What follows belongs to an exercise in optimizing a design on an open flow for small area, a short achievable clock period and few clock cycles per item; a production flow would make more cautious choices. For this run, only the layout was checked, not whether the RTL still works. In this run the design's own scripts or RTL, not TritonCTS, make the clock network. The flow treats the clock pin as an ideal source. Dropping or thinning the clock tree relies on that and would not hold on a real chip. Power figures rest on the tool's default switching activity, not on a simulated workload.

==> flow/flow/run.sh <==
#!/bin/bash
# The standard layout (the standard.sh, standard synthesis unchanged) with
# smaller port buffers and a two-level clock tree built by flow/pre_cts.tcl
# (four root buffers on the clock port, sixteen leaf buffers) in place of
# TritonCTS. Each tool's output goes to standard.log.
set -euo pipefail
export BUFFER_PORTS_ARGS="-buffer_cell sky130_fd_sc_hd__buf_2"
export PRE_CTS_TCL="$PWD/flow/pre_cts.tcl"
bash standard.sh > standard.log 2>&1
==> flow/flow/clock_tree.tcl <==
proc build_clock_tree {nx ny leafcell rootcell} {
  set db [ord::get_db]
  set block [ord::get_db_block]
  set clk [$block findNet clk_i]
  set pts {}
  foreach it [$clk getITerms] {
    set inst [$it getInst]
    set b [$inst getBBox]
    lappend pts [list $it [expr {([$b xMin]+[$b xMax])/2}] [expr {([$b yMin]+[$b yMax])/2}]]
  }
  set n [llength $pts]
  set byx [lsort -integer -index 1 $pts]
  set leaves {}
  for {set i 0} {$i < $nx} {incr i} {
    set col [lsort -integer -index 2 [lrange $byx [expr {$i * $n / $nx}] [expr {($i + 1) * $n / $nx - 1}]]]
    set m [llength $col]
    for {set j 0} {$j < $ny} {incr j} {
      set c [lrange $col [expr {$j * $m / $ny}] [expr {($j + 1) * $m / $ny - 1}]]
      if {[llength $c] == 0} continue
      set cx 0; set cy 0
      foreach p $c { set cx [expr {$cx + [lindex $p 1]}]; set cy [expr {$cy + [lindex $p 2]}] }
      set q [expr {($i < $nx / 2 ? 0 : 1) + ($j < $ny / 2 ? 0 : 2)}]
      lappend leaves [list $c [expr {$cx / [llength $c]}] [expr {$cy / [llength $c]}] $q]
    }
  }
  set leafm [$db findMaster $leafcell]
  set rootm [$db findMaster $rootcell]
  set k 0
  for {set q 0} {$q < 4} {incr q} {
    set mine {}
    foreach l $leaves { if {[lindex $l 3] == $q} { lappend mine $l } }
    if {[llength $mine] == 0} continue
    set rx 0; set ry 0
    foreach l $mine { set rx [expr {$rx + [lindex $l 1]}]; set ry [expr {$ry + [lindex $l 2]}] }
    set root [odb::dbInst_create $block $rootm clkbuf_root_$q]
    $root setLocation [expr {$rx / [llength $mine]}] [expr {$ry / [llength $mine]}]
    $root setPlacementStatus PLACED
    set rnet [odb::dbNet_create $block clknet_root_$q]
    $rnet setSigType CLOCK
    [$root findITerm A] connect $clk
    [$root findITerm X] connect $rnet
    foreach l $mine {
      set b [odb::dbInst_create $block $leafm clkbuf_leaf_$k]
      $b setLocation [lindex $l 1] [lindex $l 2]
      $b setPlacementStatus PLACED
      set net [odb::dbNet_create $block clknet_leaf_$k]
      $net setSigType CLOCK
      [$b findITerm A] connect $rnet
      [$b findITerm X] connect $net
      foreach p [lindex $l 0] {
        set it [lindex $p 0]
        $it disconnect
        $it connect $net
      }
      incr k
    }
  }
  $clk setSigType CLOCK
  puts "build_clock_tree: $n sinks, $k leaf buffers"
}
==> flow/flow/pre_cts.tcl <==
# PRE_CTS hook: build the clock tree here (two buffer levels, see
# clock_tree.tcl) instead of TritonCTS, whose H-tree adds a third level.
source [file join [file dirname [info script]] clock_tree.tcl]
build_clock_tree 4 4 sky130_fd_sc_hd__clkbuf_16 sky130_fd_sc_hd__clkbuf_16
set_propagated_clock [all_clocks]
# cts.tcl calls clock_tree_synthesis next; the tree is already built.
rename clock_tree_synthesis orfs_unused_clock_tree_synthesis
proc clock_tree_synthesis {args} {
  puts "clock_tree_synthesis skipped: clock tree built by flow/pre_cts.tcl"
}
==> flow/standard.sh <==
#!/bin/bash
# synth_recipe.tcl (not shown) runs the flow's synth.tcl, then flattens the netlist and writes it again
# the make line also repeats each setting of config.mk as NAME=value (left out here)
make -C /OpenROAD-flow-scripts/flow DESIGN_CONFIG=/design/flow/config.mk WORK_HOME=/design/flow/orfs CLKGATE_MAP_FILE= SYNTH_SCRIPT=/design/flow/synth_recipe.tcl "${@:-finish}"
==> flow/config.mk <==
export PLATFORM = sky130hd
export DESIGN_NAME = argb_pixel_blend_unit
export DESIGN_NICKNAME = argb_pixel_blend_unit
export VERILOG_FILES = /design/flow/design.v
export SDC_FILE = /design/flow/constraint.sdc
export NUM_CORES = 4
export LEC_CHECK = 0
export CAP_MARGIN = 20
export CORE_MARGIN = 2
export CORE_UTILIZATION = 40
export SETUP_SLACK_MARGIN = 3.55
export SLEW_MARGIN = 20
export SYNTH_HIERARCHICAL = 1
==> flow/constraint.sdc <==
create_clock -name core_clock -period 5.5 [get_ports {clk_i}]
set_input_delay 1.1000 -clock core_clock [delete_from_list [all_inputs] [get_ports {clk_i}]]
set_output_delay 1.1000 -clock core_clock [all_outputs]
set_load 0.01 [all_outputs]
==> flow/design.v <==
module argb_pixel_blend_unit (
  input  logic        clk_i,
  input  logic        rst_ni,
  input  logic        start_i,
  output logic        busy_o,
  input  logic [31:0] src_pixel_i,
  input  logic [31:0] dst_pixel_i,
  output logic        done_o,
  output logic [31:0] out_pixel_o,
  input  logic        cfg_valid_i,
  output logic        cfg_ready_o,
  input  logic [1:0]  cfg_index_i,
  input  logic [31:0] cfg_data_i
);
  logic [2:0]  mode_q;
  logic [7:0]  ca_q;
  logic        sel_q;
  logic [31:0] fill_q;
  assign cfg_ready_o = 1'b1;
  assign busy_o      = 1'b0;
  logic fill_set_q;
  always_ff @(posedge clk_i or negedge rst_ni) begin
    if (!rst_ni) begin
      mode_q     <= 3'd0;
      ca_q       <= 8'hFF;
      sel_q      <= 1'b0;
      fill_set_q <= 1'b0;
    end else if (cfg_valid_i) begin
      case (cfg_index_i)
        2'd0: mode_q     <= cfg_data_i[2:0];
        2'd1: ca_q       <= cfg_data_i[7:0];
        2'd2: sel_q      <= cfg_data_i[0];
        2'd3: fill_set_q <= 1'b1;
        default: ;
      endcase
    end
  end
  always_ff @(posedge clk_i) begin
    if (cfg_valid_i && cfg_index_i == 2'd3) fill_q <= cfg_data_i;
  end
  logic [31:0] s_pix;
  assign s_pix = ({32{sel_q && fill_set_q}} & fill_q) | ({32{!sel_q}} & src_pixel_i);
  logic        m_inv_src, m_inv_dst, m_blend, m_add, m_sub;
  logic [7:0]  alpha;
  logic [23:0] p_d, q_d;
  logic [7:0]  top_d;
  assign m_inv_src = (mode_q == 3'd1);
  assign m_inv_dst = (mode_q == 3'd2);
  assign m_blend   = (mode_q == 3'd3) || (mode_q == 3'd4) || (mode_q == 3'd7);
  assign m_add     = (mode_q == 3'd5);
  assign m_sub     = (mode_q == 3'd6);
  always_comb begin
    case (mode_q)
      3'd3:    alpha = s_pix[31:24];
      3'd4:    alpha = dst_pixel_i[31:24];
      default: alpha = ca_q;
    endcase
  end
  assign p_d   = m_inv_dst ? ~dst_pixel_i[23:0] :
                 (m_inv_src || m_sub) ? ~s_pix[23:0] : s_pix[23:0];
  assign q_d   = dst_pixel_i[23:0];
  assign top_d = m_inv_dst ? ~dst_pixel_i[31:24] :
                 m_inv_src ? ~s_pix[31:24] :
                 (mode_q == 3'd0) ? s_pix[31:24] : 8'd0;
  logic        v1_q;
  logic [23:0] p_q, q_q;
  logic [7:0]  top1_q, ra_q;
  logic        dir1_q, dirb1_q, add1_q, sub1_q;
  always_ff @(posedge clk_i or negedge rst_ni) begin
    if (!rst_ni) v1_q <= 1'b0;
    else         v1_q <= start_i;
  end
  logic [7:0] rb_q, rb;
  always_ff @(posedge clk_i) begin
    p_q     <= p_d;
    q_q     <= q_d;
    top1_q  <= top_d;
    ra_q    <= m_blend ? alpha : 8'd0;
    rb_q    <= m_blend ? ~alpha : 8'd0;
    dir1_q  <= !m_blend;
    dirb1_q <= m_add || m_sub;
    add1_q  <= m_add;
    sub1_q  <= m_sub;
  end
  assign rb = rb_q;
  logic [7:0] pp0 [8];
  logic [7:0] da0, db0;
  always_comb begin
    for (int i = 0; i < 8; i++)
      pp0[i] = ({8{ra_q[i]}} & p_q[7:0]) | ({8{rb[i]}} & q_q[7:0]);
  end
  assign da0 = p_q[7:0] & {8{dir1_q}};
  assign db0 = q_q[7:0] & {8{dirb1_q}};
  logic [7:0] pp1 [8];
  logic [7:0] da1, db1;
  always_comb begin
    for (int i = 0; i < 8; i++)
      pp1[i] = ({8{ra_q[i]}} & p_q[15:8]) | ({8{rb[i]}} & q_q[15:8]);
  end
  assign da1 = p_q[15:8] & {8{dir1_q}};
  assign db1 = q_q[15:8] & {8{dirb1_q}};
  logic [7:0] pp2 [8];
  logic [7:0] da2, db2;
  always_comb begin
    for (int i = 0; i < 8; i++)
      pp2[i] = ({8{ra_q[i]}} & p_q[23:16]) | ({8{rb[i]}} & q_q[23:16]);
  end
  assign da2 = p_q[23:16] & {8{dir1_q}};
  assign db2 = q_q[23:16] & {8{dirb1_q}};
  logic [2:0] cy1;
  logic [9:0] cys0;
  assign cys0 = {1'b0, p_q[7:0], sub1_q} + {1'b0, q_q[7:0], sub1_q};
  assign cy1[0] = cys0[9];
  logic [9:0] cys1;
  assign cys1 = {1'b0, p_q[15:8], sub1_q} + {1'b0, q_q[15:8], sub1_q};
  assign cy1[1] = cys1[9];
  logic [9:0] cys2;
  assign cys2 = {1'b0, p_q[23:16], sub1_q} + {1'b0, q_q[23:16], sub1_q};
  assign cy1[2] = cys2[9];
  logic t0_1;
  logic t0_2;
  abp_fa u_t0_1 (.a(pp0[0][2]), .b(pp0[1][1]), .c(pp0[2][0]), .s(t0_1), .co(t0_2));
  logic t0_3;
  logic t0_4;
  abp_fa u_t0_3 (.a(pp0[0][3]), .b(pp0[1][2]), .c(pp0[2][1]), .s(t0_3), .co(t0_4));
  logic t0_5;
  logic t0_6;
  abp_fa u_t0_5 (.a(pp0[0][4]), .b(pp0[1][3]), .c(pp0[2][2]), .s(t0_5), .co(t0_6));
  logic t0_7;
  logic t0_8;
  abp_fa u_t0_7 (.a(pp0[0][5]), .b(pp0[1][4]), .c(pp0[2][3]), .s(t0_7), .co(t0_8));
  logic t0_9;
  logic t0_10;
  abp_fa u_t0_9 (.a(pp0[3][2]), .b(pp0[4][1]), .c(pp0[5][0]), .s(t0_9), .co(t0_10));
  logic t0_11;
  logic t0_12;
  abp_fa u_t0_11 (.a(pp0[0][6]), .b(pp0[1][5]), .c(pp0[2][4]), .s(t0_11), .co(t0_12));
  logic t0_13;
  logic t0_14;
  abp_fa u_t0_13 (.a(pp0[3][3]), .b(pp0[4][2]), .c(pp0[5][1]), .s(t0_13), .co(t0_14));
  logic t0_15;
  logic t0_16;
  abp_fa u_t0_15 (.a(pp0[0][7]), .b(pp0[1][6]), .c(pp0[2][5]), .s(t0_15), .co(t0_16));
  logic t0_17;
  logic t0_18;
  abp_fa u_t0_17 (.a(pp0[3][4]), .b(pp0[4][3]), .c(pp0[5][2]), .s(t0_17), .co(t0_18));
  logic t0_19;
  logic t0_20;
  abp_fa u_t0_19 (.a(pp0[1][7]), .b(pp0[2][6]), .c(pp0[3][5]), .s(t0_19), .co(t0_20));
  logic t0_21;
  logic t0_22;
  abp_fa u_t0_21 (.a(pp0[4][4]), .b(pp0[5][3]), .c(pp0[6][2]), .s(t0_21), .co(t0_22));
  logic t0_23;
  logic t0_24;
  abp_fa u_t0_23 (.a(pp0[7][1]), .b(da0[0]), .c(db0[0]), .s(t0_23), .co(t0_24));
  logic t0_25;
  logic t0_26;
  abp_fa u_t0_25 (.a(pp0[2][7]), .b(pp0[3][6]), .c(pp0[4][5]), .s(t0_25), .co(t0_26));
  logic t0_27;
  logic t0_28;
  abp_fa u_t0_27 (.a(pp0[5][4]), .b(pp0[6][3]), .c(pp0[7][2]), .s(t0_27), .co(t0_28));
  logic t0_29;
  logic t0_30;
  abp_ha u_t0_29 (.a(da0[1]), .b(db0[1]), .s(t0_29), .co(t0_30));
  logic t0_31;
  logic t0_32;
  abp_fa u_t0_31 (.a(pp0[3][7]), .b(pp0[4][6]), .c(pp0[5][5]), .s(t0_31), .co(t0_32));
  logic t0_33;
  logic t0_34;
  abp_fa u_t0_33 (.a(pp0[6][4]), .b(pp0[7][3]), .c(da0[2]), .s(t0_33), .co(t0_34));
  logic t0_35;
  logic t0_36;
  abp_fa u_t0_35 (.a(pp0[4][7]), .b(pp0[5][6]), .c(pp0[6][5]), .s(t0_35), .co(t0_36));
  logic t0_37;
  logic t0_38;
  abp_fa u_t0_37 (.a(pp0[7][4]), .b(da0[3]), .c(db0[3]), .s(t0_37), .co(t0_38));
  logic t0_39;
  logic t0_40;
  abp_fa u_t0_39 (.a(pp0[5][7]), .b(pp0[6][6]), .c(pp0[7][5]), .s(t0_39), .co(t0_40));
  logic t0_41;
  logic t0_42;
  abp_fa u_t0_41 (.a(pp0[6][7]), .b(pp0[7][6]), .c(da0[5]), .s(t0_41), .co(t0_42));
  logic t0_43;
  logic t0_44;
  abp_fa u_t0_43 (.a(pp0[7][7]), .b(da0[6]), .c(db0[6]), .s(t0_43), .co(t0_44));
  logic t1_1;
  logic t1_2;
  abp_fa u_t1_1 (.a(pp1[0][2]), .b(pp1[1][1]), .c(pp1[2][0]), .s(t1_1), .co(t1_2));
  logic t1_3;
  logic t1_4;
  abp_fa u_t1_3 (.a(pp1[0][3]), .b(pp1[1][2]), .c(pp1[2][1]), .s(t1_3), .co(t1_4));
  logic t1_5;
  logic t1_6;
  abp_fa u_t1_5 (.a(pp1[0][4]), .b(pp1[1][3]), .c(pp1[2][2]), .s(t1_5), .co(t1_6));
  logic t1_7;
  logic t1_8;
  abp_fa u_t1_7 (.a(pp1[0][5]), .b(pp1[1][4]), .c(pp1[2][3]), .s(t1_7), .co(t1_8));
  logic t1_9;
  logic t1_10;
  abp_fa u_t1_9 (.a(pp1[3][2]), .b(pp1[4][1]), .c(pp1[5][0]), .s(t1_9), .co(t1_10));
  logic t1_11;
  logic t1_12;
  abp_fa u_t1_11 (.a(pp1[0][6]), .b(pp1[1][5]), .c(pp1[2][4]), .s(t1_11), .co(t1_12));
  logic t1_13;
  logic t1_14;
  abp_fa u_t1_13 (.a(pp1[3][3]), .b(pp1[4][2]), .c(pp1[5][1]), .s(t1_13), .co(t1_14));
  logic t1_15;
  logic t1_16;
  abp_fa u_t1_15 (.a(pp1[0][7]), .b(pp1[1][6]), .c(pp1[2][5]), .s(t1_15), .co(t1_16));
  logic t1_17;
  logic t1_18;
  abp_fa u_t1_17 (.a(pp1[3][4]), .b(pp1[4][3]), .c(pp1[5][2]), .s(t1_17), .co(t1_18));
  logic t1_19;
  logic t1_20;
  abp_fa u_t1_19 (.a(pp1[1][7]), .b(pp1[2][6]), .c(pp1[3][5]), .s(t1_19), .co(t1_20));
  logic t1_21;
  logic t1_22;
  abp_fa u_t1_21 (.a(pp1[4][4]), .b(pp1[5][3]), .c(pp1[6][2]), .s(t1_21), .co(t1_22));
  logic t1_23;
  logic t1_24;
  abp_fa u_t1_23 (.a(pp1[7][1]), .b(da1[0]), .c(db1[0]), .s(t1_23), .co(t1_24));
  logic t1_25;
  logic t1_26;
  abp_fa u_t1_25 (.a(pp1[2][7]), .b(pp1[3][6]), .c(pp1[4][5]), .s(t1_25), .co(t1_26));
  logic t1_27;
  logic t1_28;
  abp_fa u_t1_27 (.a(pp1[5][4]), .b(pp1[6][3]), .c(pp1[7][2]), .s(t1_27), .co(t1_28));
  logic t1_29;
  logic t1_30;
  abp_ha u_t1_29 (.a(da1[1]), .b(db1[1]), .s(t1_29), .co(t1_30));
  logic t1_31;
  logic t1_32;
  abp_fa u_t1_31 (.a(pp1[3][7]), .b(pp1[4][6]), .c(pp1[5][5]), .s(t1_31), .co(t1_32));
  logic t1_33;
  logic t1_34;
  abp_fa u_t1_33 (.a(pp1[6][4]), .b(pp1[7][3]), .c(da1[2]), .s(t1_33), .co(t1_34));
  logic t1_35;
  logic t1_36;
  abp_fa u_t1_35 (.a(pp1[4][7]), .b(pp1[5][6]), .c(pp1[6][5]), .s(t1_35), .co(t1_36));
  logic t1_37;
  logic t1_38;
  abp_fa u_t1_37 (.a(pp1[7][4]), .b(da1[3]), .c(db1[3]), .s(t1_37), .co(t1_38));
  logic t1_39;
  logic t1_40;
  abp_fa u_t1_39 (.a(pp1[5][7]), .b(pp1[6][6]), .c(pp1[7][5]), .s(t1_39), .co(t1_40));
  logic t1_41;
  logic t1_42;
  abp_fa u_t1_41 (.a(pp1[6][7]), .b(pp1[7][6]), .c(da1[5]), .s(t1_41), .co(t1_42));
  logic t1_43;
  logic t1_44;
  abp_fa u_t1_43 (.a(pp1[7][7]), .b(da1[6]), .c(db1[6]), .s(t1_43), .co(t1_44));
  logic t2_1;
  logic t2_2;
  abp_fa u_t2_1 (.a(pp2[0][2]), .b(pp2[1][1]), .c(pp2[2][0]), .s(t2_1), .co(t2_2));
  logic t2_3;
  logic t2_4;
  abp_fa u_t2_3 (.a(pp2[0][3]), .b(pp2[1][2]), .c(pp2[2][1]), .s(t2_3), .co(t2_4));
  logic t2_5;
  logic t2_6;
  abp_fa u_t2_5 (.a(pp2[0][4]), .b(pp2[1][3]), .c(pp2[2][2]), .s(t2_5), .co(t2_6));
  logic t2_7;
  logic t2_8;
  abp_fa u_t2_7 (.a(pp2[0][5]), .b(pp2[1][4]), .c(pp2[2][3]), .s(t2_7), .co(t2_8));
  logic t2_9;
  logic t2_10;
  abp_fa u_t2_9 (.a(pp2[3][2]), .b(pp2[4][1]), .c(pp2[5][0]), .s(t2_9), .co(t2_10));
  logic t2_11;
  logic t2_12;
  abp_fa u_t2_11 (.a(pp2[0][6]), .b(pp2[1][5]), .c(pp2[2][4]), .s(t2_11), .co(t2_12));
  logic t2_13;
  logic t2_14;
  abp_fa u_t2_13 (.a(pp2[3][3]), .b(pp2[4][2]), .c(pp2[5][1]), .s(t2_13), .co(t2_14));
  logic t2_15;
  logic t2_16;
  abp_fa u_t2_15 (.a(pp2[0][7]), .b(pp2[1][6]), .c(pp2[2][5]), .s(t2_15), .co(t2_16));
  logic t2_17;
  logic t2_18;
  abp_fa u_t2_17 (.a(pp2[3][4]), .b(pp2[4][3]), .c(pp2[5][2]), .s(t2_17), .co(t2_18));
  logic t2_19;
  logic t2_20;
  abp_fa u_t2_19 (.a(pp2[1][7]), .b(pp2[2][6]), .c(pp2[3][5]), .s(t2_19), .co(t2_20));
  logic t2_21;
  logic t2_22;
  abp_fa u_t2_21 (.a(pp2[4][4]), .b(pp2[5][3]), .c(pp2[6][2]), .s(t2_21), .co(t2_22));
  logic t2_23;
  logic t2_24;
  abp_fa u_t2_23 (.a(pp2[7][1]), .b(da2[0]), .c(db2[0]), .s(t2_23), .co(t2_24));
  logic t2_25;
  logic t2_26;
  abp_fa u_t2_25 (.a(pp2[2][7]), .b(pp2[3][6]), .c(pp2[4][5]), .s(t2_25), .co(t2_26));
  logic t2_27;
  logic t2_28;
  abp_fa u_t2_27 (.a(pp2[5][4]), .b(pp2[6][3]), .c(pp2[7][2]), .s(t2_27), .co(t2_28));
  logic t2_29;
  logic t2_30;
  abp_ha u_t2_29 (.a(da2[1]), .b(db2[1]), .s(t2_29), .co(t2_30));
  logic t2_31;
  logic t2_32;
  abp_fa u_t2_31 (.a(pp2[3][7]), .b(pp2[4][6]), .c(pp2[5][5]), .s(t2_31), .co(t2_32));
  logic t2_33;
  logic t2_34;
  abp_fa u_t2_33 (.a(pp2[6][4]), .b(pp2[7][3]), .c(da2[2]), .s(t2_33), .co(t2_34));
  logic t2_35;
  logic t2_36;
  abp_fa u_t2_35 (.a(pp2[4][7]), .b(pp2[5][6]), .c(pp2[6][5]), .s(t2_35), .co(t2_36));
  logic t2_37;
  logic t2_38;
  abp_fa u_t2_37 (.a(pp2[7][4]), .b(da2[3]), .c(db2[3]), .s(t2_37), .co(t2_38));
  logic t2_39;
  logic t2_40;
  abp_fa u_t2_39 (.a(pp2[5][7]), .b(pp2[6][6]), .c(pp2[7][5]), .s(t2_39), .co(t2_40));
  logic t2_41;
  logic t2_42;
  abp_fa u_t2_41 (.a(pp2[6][7]), .b(pp2[7][6]), .c(da2[5]), .s(t2_41), .co(t2_42));
  logic t2_43;
  logic t2_44;
  abp_fa u_t2_43 (.a(pp2[7][7]), .b(da2[6]), .c(db2[6]), .s(t2_43), .co(t2_44));
  logic t0_45;
  logic t0_46;
  abp_fa u_t0_45 (.a(t0_2), .b(t0_3), .c(pp0[3][0]), .s(t0_45), .co(t0_46));
  logic t0_47;
  logic t0_48;
  abp_fa u_t0_47 (.a(t0_4), .b(t0_5), .c(pp0[3][1]), .s(t0_47), .co(t0_48));
  logic t0_49;
  logic t0_50;
  abp_fa u_t0_49 (.a(t0_6), .b(t0_7), .c(t0_9), .s(t0_49), .co(t0_50));
  logic t0_51;
  logic t0_52;
  abp_fa u_t0_51 (.a(t0_8), .b(t0_10), .c(t0_11), .s(t0_51), .co(t0_52));
  logic t0_53;
  logic t0_54;
  abp_fa u_t0_53 (.a(t0_12), .b(t0_14), .c(t0_15), .s(t0_53), .co(t0_54));
  logic t0_55;
  logic t0_56;
  abp_fa u_t0_55 (.a(t0_17), .b(pp0[6][1]), .c(pp0[7][0]), .s(t0_55), .co(t0_56));
  logic t0_57;
  logic t0_58;
  abp_fa u_t0_57 (.a(t0_16), .b(t0_18), .c(t0_19), .s(t0_57), .co(t0_58));
  logic t0_59;
  logic t0_60;
  abp_ha u_t0_59 (.a(t0_21), .b(t0_23), .s(t0_59), .co(t0_60));
  logic t0_61;
  logic t0_62;
  abp_fa u_t0_61 (.a(t0_20), .b(t0_22), .c(t0_24), .s(t0_61), .co(t0_62));
  logic t0_63;
  logic t0_64;
  abp_fa u_t0_63 (.a(t0_25), .b(t0_27), .c(t0_29), .s(t0_63), .co(t0_64));
  logic t0_65;
  logic t0_66;
  abp_fa u_t0_65 (.a(t0_26), .b(t0_28), .c(t0_30), .s(t0_65), .co(t0_66));
  logic t0_67;
  logic t0_68;
  abp_fa u_t0_67 (.a(t0_31), .b(t0_33), .c(db0[2]), .s(t0_67), .co(t0_68));
  logic t0_69;
  logic t0_70;
  abp_fa u_t0_69 (.a(t0_32), .b(t0_34), .c(t0_35), .s(t0_69), .co(t0_70));
  logic t0_71;
  logic t0_72;
  abp_fa u_t0_71 (.a(t0_36), .b(t0_38), .c(t0_39), .s(t0_71), .co(t0_72));
  logic t0_73;
  logic t0_74;
  abp_fa u_t0_73 (.a(t0_40), .b(t0_41), .c(db0[5]), .s(t0_73), .co(t0_74));
  logic t0_75;
  logic t0_76;
  abp_fa u_t0_75 (.a(t0_44), .b(da0[7]), .c(db0[7]), .s(t0_75), .co(t0_76));
  logic t1_45;
  logic t1_46;
  abp_fa u_t1_45 (.a(t1_2), .b(t1_3), .c(pp1[3][0]), .s(t1_45), .co(t1_46));
  logic t1_47;
  logic t1_48;
  abp_fa u_t1_47 (.a(t1_4), .b(t1_5), .c(pp1[3][1]), .s(t1_47), .co(t1_48));
  logic t1_49;
  logic t1_50;
  abp_fa u_t1_49 (.a(t1_6), .b(t1_7), .c(t1_9), .s(t1_49), .co(t1_50));
  logic t1_51;
  logic t1_52;
  abp_fa u_t1_51 (.a(t1_8), .b(t1_10), .c(t1_11), .s(t1_51), .co(t1_52));
  logic t1_53;
  logic t1_54;
  abp_fa u_t1_53 (.a(t1_12), .b(t1_14), .c(t1_15), .s(t1_53), .co(t1_54));
  logic t1_55;
  logic t1_56;
  abp_fa u_t1_55 (.a(t1_17), .b(pp1[6][1]), .c(pp1[7][0]), .s(t1_55), .co(t1_56));
  logic t1_57;
  logic t1_58;
  abp_fa u_t1_57 (.a(t1_16), .b(t1_18), .c(t1_19), .s(t1_57), .co(t1_58));
  logic t1_59;
  logic t1_60;
  abp_ha u_t1_59 (.a(t1_21), .b(t1_23), .s(t1_59), .co(t1_60));
  logic t1_61;
  logic t1_62;
  abp_fa u_t1_61 (.a(t1_20), .b(t1_22), .c(t1_24), .s(t1_61), .co(t1_62));
  logic t1_63;
  logic t1_64;
  abp_fa u_t1_63 (.a(t1_25), .b(t1_27), .c(t1_29), .s(t1_63), .co(t1_64));
  logic t1_65;
  logic t1_66;
  abp_fa u_t1_65 (.a(t1_26), .b(t1_28), .c(t1_30), .s(t1_65), .co(t1_66));
  logic t1_67;
  logic t1_68;
  abp_fa u_t1_67 (.a(t1_31), .b(t1_33), .c(db1[2]), .s(t1_67), .co(t1_68));
  logic t1_69;
  logic t1_70;
  abp_fa u_t1_69 (.a(t1_32), .b(t1_34), .c(t1_35), .s(t1_69), .co(t1_70));
  logic t1_71;
  logic t1_72;
  abp_fa u_t1_71 (.a(t1_36), .b(t1_38), .c(t1_39), .s(t1_71), .co(t1_72));
  logic t1_73;
  logic t1_74;
  abp_fa u_t1_73 (.a(t1_40), .b(t1_41), .c(db1[5]), .s(t1_73), .co(t1_74));
  logic t1_75;
  logic t1_76;
  abp_fa u_t1_75 (.a(t1_44), .b(da1[7]), .c(db1[7]), .s(t1_75), .co(t1_76));
  logic t2_45;
  logic t2_46;
  abp_fa u_t2_45 (.a(t2_2), .b(t2_3), .c(pp2[3][0]), .s(t2_45), .co(t2_46));
  logic t2_47;
  logic t2_48;
  abp_fa u_t2_47 (.a(t2_4), .b(t2_5), .c(pp2[3][1]), .s(t2_47), .co(t2_48));
  logic t2_49;
  logic t2_50;
  abp_fa u_t2_49 (.a(t2_6), .b(t2_7), .c(t2_9), .s(t2_49), .co(t2_50));
  logic t2_51;
  logic t2_52;
  abp_fa u_t2_51 (.a(t2_8), .b(t2_10), .c(t2_11), .s(t2_51), .co(t2_52));
  logic t2_53;
  logic t2_54;
  abp_fa u_t2_53 (.a(t2_12), .b(t2_14), .c(t2_15), .s(t2_53), .co(t2_54));
  logic t2_55;
  logic t2_56;
  abp_fa u_t2_55 (.a(t2_17), .b(pp2[6][1]), .c(pp2[7][0]), .s(t2_55), .co(t2_56));
  logic t2_57;
  logic t2_58;
  abp_fa u_t2_57 (.a(t2_16), .b(t2_18), .c(t2_19), .s(t2_57), .co(t2_58));
  logic t2_59;
  logic t2_60;
  abp_ha u_t2_59 (.a(t2_21), .b(t2_23), .s(t2_59), .co(t2_60));
  logic t2_61;
  logic t2_62;
  abp_fa u_t2_61 (.a(t2_20), .b(t2_22), .c(t2_24), .s(t2_61), .co(t2_62));
  logic t2_63;
  logic t2_64;
  abp_fa u_t2_63 (.a(t2_25), .b(t2_27), .c(t2_29), .s(t2_63), .co(t2_64));
  logic t2_65;
  logic t2_66;
  abp_fa u_t2_65 (.a(t2_26), .b(t2_28), .c(t2_30), .s(t2_65), .co(t2_66));
  logic t2_67;
  logic t2_68;
  abp_fa u_t2_67 (.a(t2_31), .b(t2_33), .c(db2[2]), .s(t2_67), .co(t2_68));
  logic t2_69;
  logic t2_70;
  abp_fa u_t2_69 (.a(t2_32), .b(t2_34), .c(t2_35), .s(t2_69), .co(t2_70));
  logic t2_71;
  logic t2_72;
  abp_fa u_t2_71 (.a(t2_36), .b(t2_38), .c(t2_39), .s(t2_71), .co(t2_72));
  logic t2_73;
  logic t2_74;
  abp_fa u_t2_73 (.a(t2_40), .b(t2_41), .c(db2[5]), .s(t2_73), .co(t2_74));
  logic t2_75;
  logic t2_76;
  abp_fa u_t2_75 (.a(t2_44), .b(da2[7]), .c(db2[7]), .s(t2_75), .co(t2_76));
  logic v2_q, add2_q, sub2_q;
  logic [7:0] top2_q;
  logic [2:0] cy2_q;
  always_ff @(posedge clk_i or negedge rst_ni) begin
    if (!rst_ni) v2_q <= 1'b0;
    else         v2_q <= v1_q;
  end
  logic [43:0] r2_0_q;
  logic [43:0] r2_1_q;
  logic [43:0] r2_2_q;
  always_ff @(posedge clk_i) begin
    add2_q <= add1_q;
    sub2_q <= sub1_q;
    top2_q <= top1_q;
    cy2_q <= cy1;
    r2_0_q <= {t0_76, t0_75, t0_43, t0_42, t0_74, t0_73, t0_72, db0[4], da0[4], t0_71, t0_70, t0_37, t0_69, t0_68, t0_66, t0_67, t0_65, t0_64, t0_62, t0_63, t0_61, t0_60, t0_58, t0_59, t0_57, t0_56, t0_54, t0_55, t0_53, t0_52, pp0[6][0], t0_13, t0_51, t0_50, t0_49, t0_48, pp0[4][0], t0_47, t0_46, t0_45, t0_1, pp0[1][0], pp0[0][1], pp0[0][0]};
    r2_1_q <= {t1_76, t1_75, t1_43, t1_42, t1_74, t1_73, t1_72, db1[4], da1[4], t1_71, t1_70, t1_37, t1_69, t1_68, t1_66, t1_67, t1_65, t1_64, t1_62, t1_63, t1_61, t1_60, t1_58, t1_59, t1_57, t1_56, t1_54, t1_55, t1_53, t1_52, pp1[6][0], t1_13, t1_51, t1_50, t1_49, t1_48, pp1[4][0], t1_47, t1_46, t1_45, t1_1, pp1[1][0], pp1[0][1], pp1[0][0]};
    r2_2_q <= {t2_76, t2_75, t2_43, t2_42, t2_74, t2_73, t2_72, db2[4], da2[4], t2_71, t2_70, t2_37, t2_69, t2_68, t2_66, t2_67, t2_65, t2_64, t2_62, t2_63, t2_61, t2_60, t2_58, t2_59, t2_57, t2_56, t2_54, t2_55, t2_53, t2_52, pp2[6][0], t2_13, t2_51, t2_50, t2_49, t2_48, pp2[4][0], t2_47, t2_46, t2_45, t2_1, pp2[1][0], pp2[0][1], pp2[0][0]};
  end
  logic t2_0_1;
  logic t2_0_2;
  abp_ha u_t2_0_1 (.a(r2_0_q[10]), .b(r2_0_q[11]), .s(t2_0_1), .co(t2_0_2));
  logic t2_0_3;
  logic t2_0_4;
  abp_ha u_t2_0_3 (.a(r2_0_q[14]), .b(r2_0_q[15]), .s(t2_0_3), .co(t2_0_4));
  logic t2_0_5;
  logic t2_0_6;
  abp_fa u_t2_0_5 (.a(r2_0_q[17]), .b(r2_0_q[18]), .c(r2_0_q[19]), .s(t2_0_5), .co(t2_0_6));
  logic t2_0_7;
  logic t2_0_8;
  abp_fa u_t2_0_7 (.a(r2_0_q[21]), .b(r2_0_q[22]), .c(r2_0_q[23]), .s(t2_0_7), .co(t2_0_8));
  logic t2_0_9;
  logic t2_0_10;
  abp_fa u_t2_0_9 (.a(r2_0_q[25]), .b(r2_0_q[26]), .c(r2_0_q[27]), .s(t2_0_9), .co(t2_0_10));
  logic t2_0_11;
  logic t2_0_12;
  abp_fa u_t2_0_11 (.a(r2_0_q[29]), .b(r2_0_q[30]), .c(r2_0_q[31]), .s(t2_0_11), .co(t2_0_12));
  logic t2_0_13;
  logic t2_0_14;
  abp_fa u_t2_0_13 (.a(r2_0_q[33]), .b(r2_0_q[34]), .c(r2_0_q[35]), .s(t2_0_13), .co(t2_0_14));
  logic t2_1_1;
  logic t2_1_2;
  abp_ha u_t2_1_1 (.a(r2_1_q[10]), .b(r2_1_q[11]), .s(t2_1_1), .co(t2_1_2));
  logic t2_1_3;
  logic t2_1_4;
  abp_ha u_t2_1_3 (.a(r2_1_q[14]), .b(r2_1_q[15]), .s(t2_1_3), .co(t2_1_4));
  logic t2_1_5;
  logic t2_1_6;
  abp_fa u_t2_1_5 (.a(r2_1_q[17]), .b(r2_1_q[18]), .c(r2_1_q[19]), .s(t2_1_5), .co(t2_1_6));
  logic t2_1_7;
  logic t2_1_8;
  abp_fa u_t2_1_7 (.a(r2_1_q[21]), .b(r2_1_q[22]), .c(r2_1_q[23]), .s(t2_1_7), .co(t2_1_8));
  logic t2_1_9;
  logic t2_1_10;
  abp_fa u_t2_1_9 (.a(r2_1_q[25]), .b(r2_1_q[26]), .c(r2_1_q[27]), .s(t2_1_9), .co(t2_1_10));
  logic t2_1_11;
  logic t2_1_12;
  abp_fa u_t2_1_11 (.a(r2_1_q[29]), .b(r2_1_q[30]), .c(r2_1_q[31]), .s(t2_1_11), .co(t2_1_12));
  logic t2_1_13;
  logic t2_1_14;
  abp_fa u_t2_1_13 (.a(r2_1_q[33]), .b(r2_1_q[34]), .c(r2_1_q[35]), .s(t2_1_13), .co(t2_1_14));
  logic t2_2_1;
  logic t2_2_2;
  abp_ha u_t2_2_1 (.a(r2_2_q[10]), .b(r2_2_q[11]), .s(t2_2_1), .co(t2_2_2));
  logic t2_2_3;
  logic t2_2_4;
  abp_ha u_t2_2_3 (.a(r2_2_q[14]), .b(r2_2_q[15]), .s(t2_2_3), .co(t2_2_4));
  logic t2_2_5;
  logic t2_2_6;
  abp_fa u_t2_2_5 (.a(r2_2_q[17]), .b(r2_2_q[18]), .c(r2_2_q[19]), .s(t2_2_5), .co(t2_2_6));
  logic t2_2_7;
  logic t2_2_8;
  abp_fa u_t2_2_7 (.a(r2_2_q[21]), .b(r2_2_q[22]), .c(r2_2_q[23]), .s(t2_2_7), .co(t2_2_8));
  logic t2_2_9;
  logic t2_2_10;
  abp_fa u_t2_2_9 (.a(r2_2_q[25]), .b(r2_2_q[26]), .c(r2_2_q[27]), .s(t2_2_9), .co(t2_2_10));
  logic t2_2_11;
  logic t2_2_12;
  abp_fa u_t2_2_11 (.a(r2_2_q[29]), .b(r2_2_q[30]), .c(r2_2_q[31]), .s(t2_2_11), .co(t2_2_12));
  logic t2_2_13;
  logic t2_2_14;
  abp_fa u_t2_2_13 (.a(r2_2_q[33]), .b(r2_2_q[34]), .c(r2_2_q[35]), .s(t2_2_13), .co(t2_2_14));
  logic t2_0_15;
  logic t2_0_16;
  abp_ha u_t2_0_15 (.a(r2_0_q[5]), .b(r2_0_q[6]), .s(t2_0_15), .co(t2_0_16));
  logic t2_0_17;
  logic t2_0_18;
  abp_ha u_t2_0_17 (.a(r2_0_q[8]), .b(r2_0_q[9]), .s(t2_0_17), .co(t2_0_18));
  logic t2_0_19;
  logic t2_0_20;
  abp_fa u_t2_0_19 (.a(t2_0_1), .b(r2_0_q[12]), .c(r2_0_q[13]), .s(t2_0_19), .co(t2_0_20));
  logic t2_0_21;
  logic t2_0_22;
  abp_fa u_t2_0_21 (.a(t2_0_2), .b(t2_0_3), .c(r2_0_q[16]), .s(t2_0_21), .co(t2_0_22));
  logic t2_0_23;
  logic t2_0_24;
  abp_fa u_t2_0_23 (.a(t2_0_4), .b(t2_0_5), .c(r2_0_q[20]), .s(t2_0_23), .co(t2_0_24));
  logic t2_0_25;
  logic t2_0_26;
  abp_fa u_t2_0_25 (.a(t2_0_6), .b(t2_0_7), .c(r2_0_q[24]), .s(t2_0_25), .co(t2_0_26));
  logic t2_0_27;
  logic t2_0_28;
  abp_fa u_t2_0_27 (.a(t2_0_8), .b(t2_0_9), .c(r2_0_q[28]), .s(t2_0_27), .co(t2_0_28));
  logic t2_0_29;
  logic t2_0_30;
  abp_fa u_t2_0_29 (.a(t2_0_10), .b(t2_0_11), .c(r2_0_q[32]), .s(t2_0_29), .co(t2_0_30));
  logic t2_0_31;
  logic t2_0_32;
  abp_fa u_t2_0_31 (.a(t2_0_12), .b(t2_0_13), .c(r2_0_q[36]), .s(t2_0_31), .co(t2_0_32));
  logic t2_0_33;
  logic t2_0_34;
  abp_fa u_t2_0_33 (.a(t2_0_14), .b(r2_0_q[37]), .c(r2_0_q[38]), .s(t2_0_33), .co(t2_0_34));
  logic t2_0_35;
  logic t2_0_36;
  abp_fa u_t2_0_35 (.a(r2_0_q[39]), .b(r2_0_q[40]), .c(r2_0_q[41]), .s(t2_0_35), .co(t2_0_36));
  logic t2_1_15;
  logic t2_1_16;
  abp_ha u_t2_1_15 (.a(r2_1_q[5]), .b(r2_1_q[6]), .s(t2_1_15), .co(t2_1_16));
  logic t2_1_17;
  logic t2_1_18;
  abp_ha u_t2_1_17 (.a(r2_1_q[8]), .b(r2_1_q[9]), .s(t2_1_17), .co(t2_1_18));
  logic t2_1_19;
  logic t2_1_20;
  abp_fa u_t2_1_19 (.a(t2_1_1), .b(r2_1_q[12]), .c(r2_1_q[13]), .s(t2_1_19), .co(t2_1_20));
  logic t2_1_21;
  logic t2_1_22;
  abp_fa u_t2_1_21 (.a(t2_1_2), .b(t2_1_3), .c(r2_1_q[16]), .s(t2_1_21), .co(t2_1_22));
  logic t2_1_23;
  logic t2_1_24;
  abp_fa u_t2_1_23 (.a(t2_1_4), .b(t2_1_5), .c(r2_1_q[20]), .s(t2_1_23), .co(t2_1_24));
  logic t2_1_25;
  logic t2_1_26;
  abp_fa u_t2_1_25 (.a(t2_1_6), .b(t2_1_7), .c(r2_1_q[24]), .s(t2_1_25), .co(t2_1_26));
  logic t2_1_27;
  logic t2_1_28;
  abp_fa u_t2_1_27 (.a(t2_1_8), .b(t2_1_9), .c(r2_1_q[28]), .s(t2_1_27), .co(t2_1_28));
  logic t2_1_29;
  logic t2_1_30;
  abp_fa u_t2_1_29 (.a(t2_1_10), .b(t2_1_11), .c(r2_1_q[32]), .s(t2_1_29), .co(t2_1_30));
  logic t2_1_31;
  logic t2_1_32;
  abp_fa u_t2_1_31 (.a(t2_1_12), .b(t2_1_13), .c(r2_1_q[36]), .s(t2_1_31), .co(t2_1_32));
  logic t2_1_33;
  logic t2_1_34;
  abp_fa u_t2_1_33 (.a(t2_1_14), .b(r2_1_q[37]), .c(r2_1_q[38]), .s(t2_1_33), .co(t2_1_34));
  logic t2_1_35;
  logic t2_1_36;
  abp_fa u_t2_1_35 (.a(r2_1_q[39]), .b(r2_1_q[40]), .c(r2_1_q[41]), .s(t2_1_35), .co(t2_1_36));
  logic t2_2_15;
  logic t2_2_16;
  abp_ha u_t2_2_15 (.a(r2_2_q[5]), .b(r2_2_q[6]), .s(t2_2_15), .co(t2_2_16));
  logic t2_2_17;
  logic t2_2_18;
  abp_ha u_t2_2_17 (.a(r2_2_q[8]), .b(r2_2_q[9]), .s(t2_2_17), .co(t2_2_18));
  logic t2_2_19;
  logic t2_2_20;
  abp_fa u_t2_2_19 (.a(t2_2_1), .b(r2_2_q[12]), .c(r2_2_q[13]), .s(t2_2_19), .co(t2_2_20));
  logic t2_2_21;
  logic t2_2_22;
  abp_fa u_t2_2_21 (.a(t2_2_2), .b(t2_2_3), .c(r2_2_q[16]), .s(t2_2_21), .co(t2_2_22));
  logic t2_2_23;
  logic t2_2_24;
  abp_fa u_t2_2_23 (.a(t2_2_4), .b(t2_2_5), .c(r2_2_q[20]), .s(t2_2_23), .co(t2_2_24));
  logic t2_2_25;
  logic t2_2_26;
  abp_fa u_t2_2_25 (.a(t2_2_6), .b(t2_2_7), .c(r2_2_q[24]), .s(t2_2_25), .co(t2_2_26));
  logic t2_2_27;
  logic t2_2_28;
  abp_fa u_t2_2_27 (.a(t2_2_8), .b(t2_2_9), .c(r2_2_q[28]), .s(t2_2_27), .co(t2_2_28));
  logic t2_2_29;
  logic t2_2_30;
  abp_fa u_t2_2_29 (.a(t2_2_10), .b(t2_2_11), .c(r2_2_q[32]), .s(t2_2_29), .co(t2_2_30));
  logic t2_2_31;
  logic t2_2_32;
  abp_fa u_t2_2_31 (.a(t2_2_12), .b(t2_2_13), .c(r2_2_q[36]), .s(t2_2_31), .co(t2_2_32));
  logic t2_2_33;
  logic t2_2_34;
  abp_fa u_t2_2_33 (.a(t2_2_14), .b(r2_2_q[37]), .c(r2_2_q[38]), .s(t2_2_33), .co(t2_2_34));
  logic t2_2_35;
  logic t2_2_36;
  abp_fa u_t2_2_35 (.a(r2_2_q[39]), .b(r2_2_q[40]), .c(r2_2_q[41]), .s(t2_2_35), .co(t2_2_36));
  logic [8:0] lo3_0;
  assign lo3_0 = {1'b0, t2_0_20, t2_0_18, t2_0_16, t2_0_15, r2_0_q[4], r2_0_q[3], r2_0_q[1], r2_0_q[0]} + {1'b0, t2_0_21, t2_0_19, t2_0_17, r2_0_q[7], 1'b0, 1'b0, r2_0_q[2], 1'b0};
  logic [8:0] lo3_1;
  assign lo3_1 = {1'b0, t2_1_20, t2_1_18, t2_1_16, t2_1_15, r2_1_q[4], r2_1_q[3], r2_1_q[1], r2_1_q[0]} + {1'b0, t2_1_21, t2_1_19, t2_1_17, r2_1_q[7], 1'b0, 1'b0, r2_1_q[2], 1'b0};
  logic [8:0] lo3_2;
  assign lo3_2 = {1'b0, t2_2_20, t2_2_18, t2_2_16, t2_2_15, r2_2_q[4], r2_2_q[3], r2_2_q[1], r2_2_q[0]} + {1'b0, t2_2_21, t2_2_19, t2_2_17, r2_2_q[7], 1'b0, 1'b0, r2_2_q[2], 1'b0};
  logic v3_q, add3_q, sub3_q;
  logic [7:0] top3_q;
  logic [2:0] cy3_q;
  always_ff @(posedge clk_i or negedge rst_ni) begin
    if (!rst_ni) v3_q <= 1'b0;
    else         v3_q <= v2_q;
  end
  logic [17:0] r3_0_q;
  logic [17:0] r3_1_q;
  logic [17:0] r3_2_q;
  always_ff @(posedge clk_i) begin
    add3_q <= add2_q;
    sub3_q <= sub2_q;
    top3_q <= top2_q;
    cy3_q <= cy2_q;
    r3_0_q <= {r2_0_q[43], r2_0_q[42], t2_0_36, t2_0_35, t2_0_34, t2_0_33, t2_0_32, t2_0_31, t2_0_30, t2_0_29, t2_0_28, t2_0_27, t2_0_26, t2_0_25, t2_0_24, (lo3_0[8] | sub2_q), t2_0_23, t2_0_22};
    r3_1_q <= {r2_1_q[43], r2_1_q[42], t2_1_36, t2_1_35, t2_1_34, t2_1_33, t2_1_32, t2_1_31, t2_1_30, t2_1_29, t2_1_28, t2_1_27, t2_1_26, t2_1_25, t2_1_24, (lo3_1[8] | sub2_q), t2_1_23, t2_1_22};
    r3_2_q <= {r2_2_q[43], r2_2_q[42], t2_2_36, t2_2_35, t2_2_34, t2_2_33, t2_2_32, t2_2_31, t2_2_30, t2_2_29, t2_2_28, t2_2_27, t2_2_26, t2_2_25, t2_2_24, (lo3_2[8] | sub2_q), t2_2_23, t2_2_22};
  end
  logic [7:0] res_d [3];
  logic [16:0] fa0, fb0, fs0;
  assign fa0 = {r3_0_q[17], r3_0_q[15], r3_0_q[13], r3_0_q[11], r3_0_q[9], r3_0_q[7], r3_0_q[5], r3_0_q[3], r3_0_q[0], 1'b0, 1'b0, 1'b0, 1'b0, 1'b0, 1'b0, 1'b0, 1'b0};
  assign fb0 = {1'b0, r3_0_q[16], r3_0_q[14], r3_0_q[12], r3_0_q[10], r3_0_q[8], r3_0_q[6], r3_0_q[4], r3_0_q[1], 1'b0, 1'b0, 1'b0, 1'b0, 1'b0, 1'b0, 1'b0, 1'b0};
  assign fs0[7:0] = 8'd0;
  logic [9:0] fh0;
  assign fh0 = {fa0[16:8], r3_0_q[2]} + {fb0[16:8], r3_0_q[2]};
  assign fs0[16:8] = fh0[9:1];
  assign res_d[0] = (add3_q && cy3_q[0]) ? 8'hFF :
                    (sub3_q && !cy3_q[0]) ? 8'h00 : fs0[15:8];
  logic [16:0] fa1, fb1, fs1;
  assign fa1 = {r3_1_q[17], r3_1_q[15], r3_1_q[13], r3_1_q[11], r3_1_q[9], r3_1_q[7], r3_1_q[5], r3_1_q[3], r3_1_q[0], 1'b0, 1'b0, 1'b0, 1'b0, 1'b0, 1'b0, 1'b0, 1'b0};
  assign fb1 = {1'b0, r3_1_q[16], r3_1_q[14], r3_1_q[12], r3_1_q[10], r3_1_q[8], r3_1_q[6], r3_1_q[4], r3_1_q[1], 1'b0, 1'b0, 1'b0, 1'b0, 1'b0, 1'b0, 1'b0, 1'b0};
  assign fs1[7:0] = 8'd0;
  logic [9:0] fh1;
  assign fh1 = {fa1[16:8], r3_1_q[2]} + {fb1[16:8], r3_1_q[2]};
  assign fs1[16:8] = fh1[9:1];
  assign res_d[1] = (add3_q && cy3_q[1]) ? 8'hFF :
                    (sub3_q && !cy3_q[1]) ? 8'h00 : fs1[15:8];
  logic [16:0] fa2, fb2, fs2;
  assign fa2 = {r3_2_q[17], r3_2_q[15], r3_2_q[13], r3_2_q[11], r3_2_q[9], r3_2_q[7], r3_2_q[5], r3_2_q[3], r3_2_q[0], 1'b0, 1'b0, 1'b0, 1'b0, 1'b0, 1'b0, 1'b0, 1'b0};
  assign fb2 = {1'b0, r3_2_q[16], r3_2_q[14], r3_2_q[12], r3_2_q[10], r3_2_q[8], r3_2_q[6], r3_2_q[4], r3_2_q[1], 1'b0, 1'b0, 1'b0, 1'b0, 1'b0, 1'b0, 1'b0, 1'b0};
  assign fs2[7:0] = 8'd0;
  logic [9:0] fh2;
  assign fh2 = {fa2[16:8], r3_2_q[2]} + {fb2[16:8], r3_2_q[2]};
  assign fs2[16:8] = fh2[9:1];
  assign res_d[2] = (add3_q && cy3_q[2]) ? 8'hFF :
                    (sub3_q && !cy3_q[2]) ? 8'h00 : fs2[15:8];
  logic        vo_q;
  logic [31:0] out_q;
  always_ff @(posedge clk_i or negedge rst_ni) begin
    if (!rst_ni) vo_q <= 1'b0;
    else         vo_q <= v3_q;
  end
  always_ff @(posedge clk_i) begin
    out_q <= {top3_q, res_d[2], res_d[1], res_d[0]};
  end
  assign done_o      = vo_q;
  assign out_pixel_o = out_q;
endmodule
module abp_fa (
  input  logic a,
  input  logic b,
  input  logic c,
  output logic s,
  output logic co
);
  assign s  = a ^ b ^ c;
  assign co = (a & b) | (a & c) | (b & c);
endmodule
module abp_ha (
  input  logic a,
  input  logic b,
  output logic s,
  output logic co
);
  assign s  = a ^ b;
  assign co = a & b;
endmodule
==> summary.txt <==
Max Clock Skew 14.76 ps; Final Hold Viols 0; core area 41850 um^2; worst skew pair latency 330 ps; hold crit path type reg -> reg; Period minus WS final 2066 ps; Synth Flop Type dfxtp_1; area share of fa/ha/maj cells after synthesis 23.62%; fin nets 1714; pin count of the biggest net entering global routing 42; hold path cells 0; Max-slew headroom 60.56%; crit path launch type flip-flop; Distinct cells, synth 59; run status complete, no violations; Synth Area in Compound Gates 17.66%; Syn Nets 1663; vias per cell 5.531; CP max FO 3; Synth Warn # 15; gr usage total 17.79%; Max Transition Viols Final 0; DPL Wire Length 28.38 mm; multiplexer share of the synthesized area 2.747%; TritonRoute pass-1 iters 4; syn_area_per_cell 12.71 um^2; grt total ovfl 0; first-pass GRT wire length 62.92 mm; clock-pin slew on the worst setup and hold paths 80 ps; Rows 75; Initial Utilization 40.48%; pwr dens 541.1 nW/um^2; RSZ-0062 raised after global routing yes; Net Switching 3.730 mW; layout cells sized above 1 18.38%; Reg-to-Reg End out_q[23]; simple-gate share of the synthesized area 6.226%; Area Overhead vs Synth 9.497%; # Max-Cap Violations 0; ys async rst share 4.722%; Post-Place Worst Slack 2993 ps; number of flops mapped to enable cells by yosys 32; critical path data required time 5690 ps; die height 209.8 um; average wire per standard cell 20.60 um; top-area cell type share of the netlist area 36.75%; drt total wl 39.59 mm; combinational power share 40.7%; Starting DRT DRC Count 609; commonest cells after routing, fill and taps aside 277 x dfxtp_1, 197 x a22o_1, 150 x fa_1; cts hold-fix bufs 0; reg2reg start r3_2_q[2]; IO buf count 134; RePlAce Congestion 0.8319; post-route setup slack 3434 ps; post-route ant nets 0; Worst R2R Setup Slack 3430 ps; leakage 7.940 nW; commonest non-fill, non-tap cell in the layout dfxtp_1; final setup fails 0; Min-Delay Endpoint r3_2_q[16]; drt drc 0; synthesized flop and latch total 360; sequential element share of the synthesized area 44.99%; synth top area cells dfxtp_1 37%, fa_1 18%, a22o_1 10%; setup TNS 0 ps; crit end category flip-flop; largest family of logic cells by synthesized area adder cells; Crit Path Class reg -> reg; width of the die 209.8 um; clock share of power 14.2%; hold path start r2_2_q[42]; Sw Share 37.16%; peak supply drop 213.7 uV; crit path DAT 2250 ps; number of global-route vias before repair 10920; initial antenna violation count 6; full die area 44020 um^2; fin crit share 37.56%; leading area contributor after synthesis dfxtp_1; Highest Clock Rate 484.0 MHz; synthesized cell area 16940 um^2; XOR/XNOR Fraction of Synth Area 1.706%; Via Count 10630; Mapped Cells 1333; internal power 6.309 mW; worst slew pin tran 590.7 ps; Reg2Reg Depth 5; IO Count 137; Reg power frac 45.1%
cells in the mapped netlist, types with 14 or more instances:
cell type	count
edfxtp_1	32
o21ai_0	38
clkbuf_1	86
dfxtp_1	311
fa_1	153
mux2_2	20
mux2i_1	24
ha_1	75
a21oi_1	41
nor3_1	15
and2_1	54
xnor2_1	30
nand2_1	16
a22oi_1	24
a21o_1	15
a22o_1	197
or3b_1	14
kinds of logic (layout without fill, tap and decap cells):
| family | count (synthesis) | after routing |
|---|---|---|
| adders and majority gates | 228 | 228 |
| DFF | 360 | 360 |
| muxes | 44 | 44 |
| xor gates and xnor gates | 33 | 33 |
| AOI/OAI and AO/OA | 377 | 378 |
| and+or+nand+nor | 169 | 169 |
| other | 2 | 3 |
| buffers and inverters | 120 | 168 |
flip-flops by register name (all words and copies together), names as in the netlist, 3 cells and up:
| register | flops |
|---|---|
| cy3_q | 3 |
| r3_1_q | 17 |
| r2_2_q | 42 |
| r3_2_q | 17 |
| top1_q | 8 |
| r2_1_q | 42 |
| top3_q | 8 |
| top2_q | 8 |
| r3_0_q | 17 |
| ca_q | 8 |
| ra_q | 8 |
| q_q | 24 |
| mode_q | 3 |
| rb_q | 8 |
| r2_0_q | 42 |
| fill_q | 32 |
| cy2_q | 3 |
| out_q | 32 |
| p_q | 24 |
per-module statistics from Yosys (local to each module, per instance):
module,times used,flops+latches,area [um^2],cells inside
argb_pixel_blend_unit,1,360,13710,1165
abp_ha,18,0,12.51,1
abp_fa,150,0,20.02,1
worst max-delay path by stage:
stage	to	from	depth (start not counted)	slack, ps
2_1_floorplan	ra_q[0]	src_pixel_i[24]	3	3550
3_3_place_gp	p_q[9]	mode_q[1]	4	3060
3_5_place_dp	p_q[9]	mode_q[1]	4	2990
4_1_cts	out_q[23]	r3_2_q[2]	5	3410
5_1_grt	out_q[23]	r3_2_q[2]	5	3370
6_report	out_q[23]	r3_2_q[2]	5	3430
metrics by stage:
stage | power [mW] | instance area [um^2] | hold WS, ps | util, % | instances
2_1_floorplan | 7.271 | 16950 | 309.6 | - | 1333
4_1_cts | 10.10 | 18480 | 325.2 | 44.15 | 1920
6_report | 10.04 | 18550 | 329.3 | 44.33 | 1922
5_1_grt | 10.93 | 18550 | 329.2 | 44.32 | 1921
3_5_place_dp | 8.606 | 17830 | 312.1 | 42.60 | 1895
3_3_place_gp | 8.437 | 17830 | 311.0 | 42.60 | 1895
critical path, cell delays in order, from the launching register on:
cell	delay, ps
dfxtp_1	360
fa_2	420
a211o_1	320
a2111oi_4	320
nor3_1	100
or3b_1	410
final cells by class:
type / count / area (um^2)
Timing Repair Buffer: 141 / 735.7
Multi-Input combinational cell: 854 / 8896
Buffer: 20 / 500.5
Fill cell: 3843 / 23300
Tap cell: 539 / 674.4
Antenna cell: 1 / 2.502
Inverter: 7 / 26.28
Sequential cell: 360 / 7716
timing repair:
| action | 4_1_cts | 5_1_grt |
|---|---|---|
| setup endpoints to repair | 123 | 40 |
| gates resized for setup | 48 | 25 |
| gates cloned | 1 | 0 |
| endpoints found under the hold margin | 0 | 0 |
| setup buffers | 4 | 1 |
| pin swaps | 5 | 5 |
power groups by stage:
stage / registers (mW) / logic, mW / clock network, mW
detailed placement: 4.56 / 4.05 / 0
floorplan: 3.99 / 3.28 / 0
global placement: 4.54 / 3.90 / 0
CTS: 4.52 / 4.11 / 1.47
finish: 4.53 / 4.09 / 1.42
global route: 4.64 / 4.72 / 1.57
per-layer routing:
| metal | vias up | GRT usage [%] | share of wire, % |
|---|---|---|---|
| met2 | 357 | 29.17 | 46 |
| met5 | - | 0 | 0.17 |
| met3 | 64 | 2.215 | 5.6 |
| met1 | 5269 | 25.10 | 45 |
| met4 | 10 | 4.427 | 3.0 |
| li1 | 4930 | - | - |

==> separate check: timing with driven ports <==
No port has a modelled driver above. Below, the same layout with a new extraction and two added sets of constraints. Step 1 sets driving cells, clkbuf_16 on the clock port and buf_2 on the other inputs (assumed; they add their load-dependent delay and slew). Step 2 moves the port delays by t, midway between the first and last clock arrival at a register: inputs arrive t later, outputs are due t later. That takes back most of the time a late clock gives input paths. Three values: ideal ports, drivers, drivers and shift; two values: the first two.
t, ns: 0.430
setup WS [ns]: 3.434 / 3.434 / 3.328
hold slack, ns: 0.329 / 0.329 / 0.329
After both steps this run still meets setup and hold. For this run, drivers alone change the setup slack by 0.000 ns; drivers and shift together by -0.106 ns.
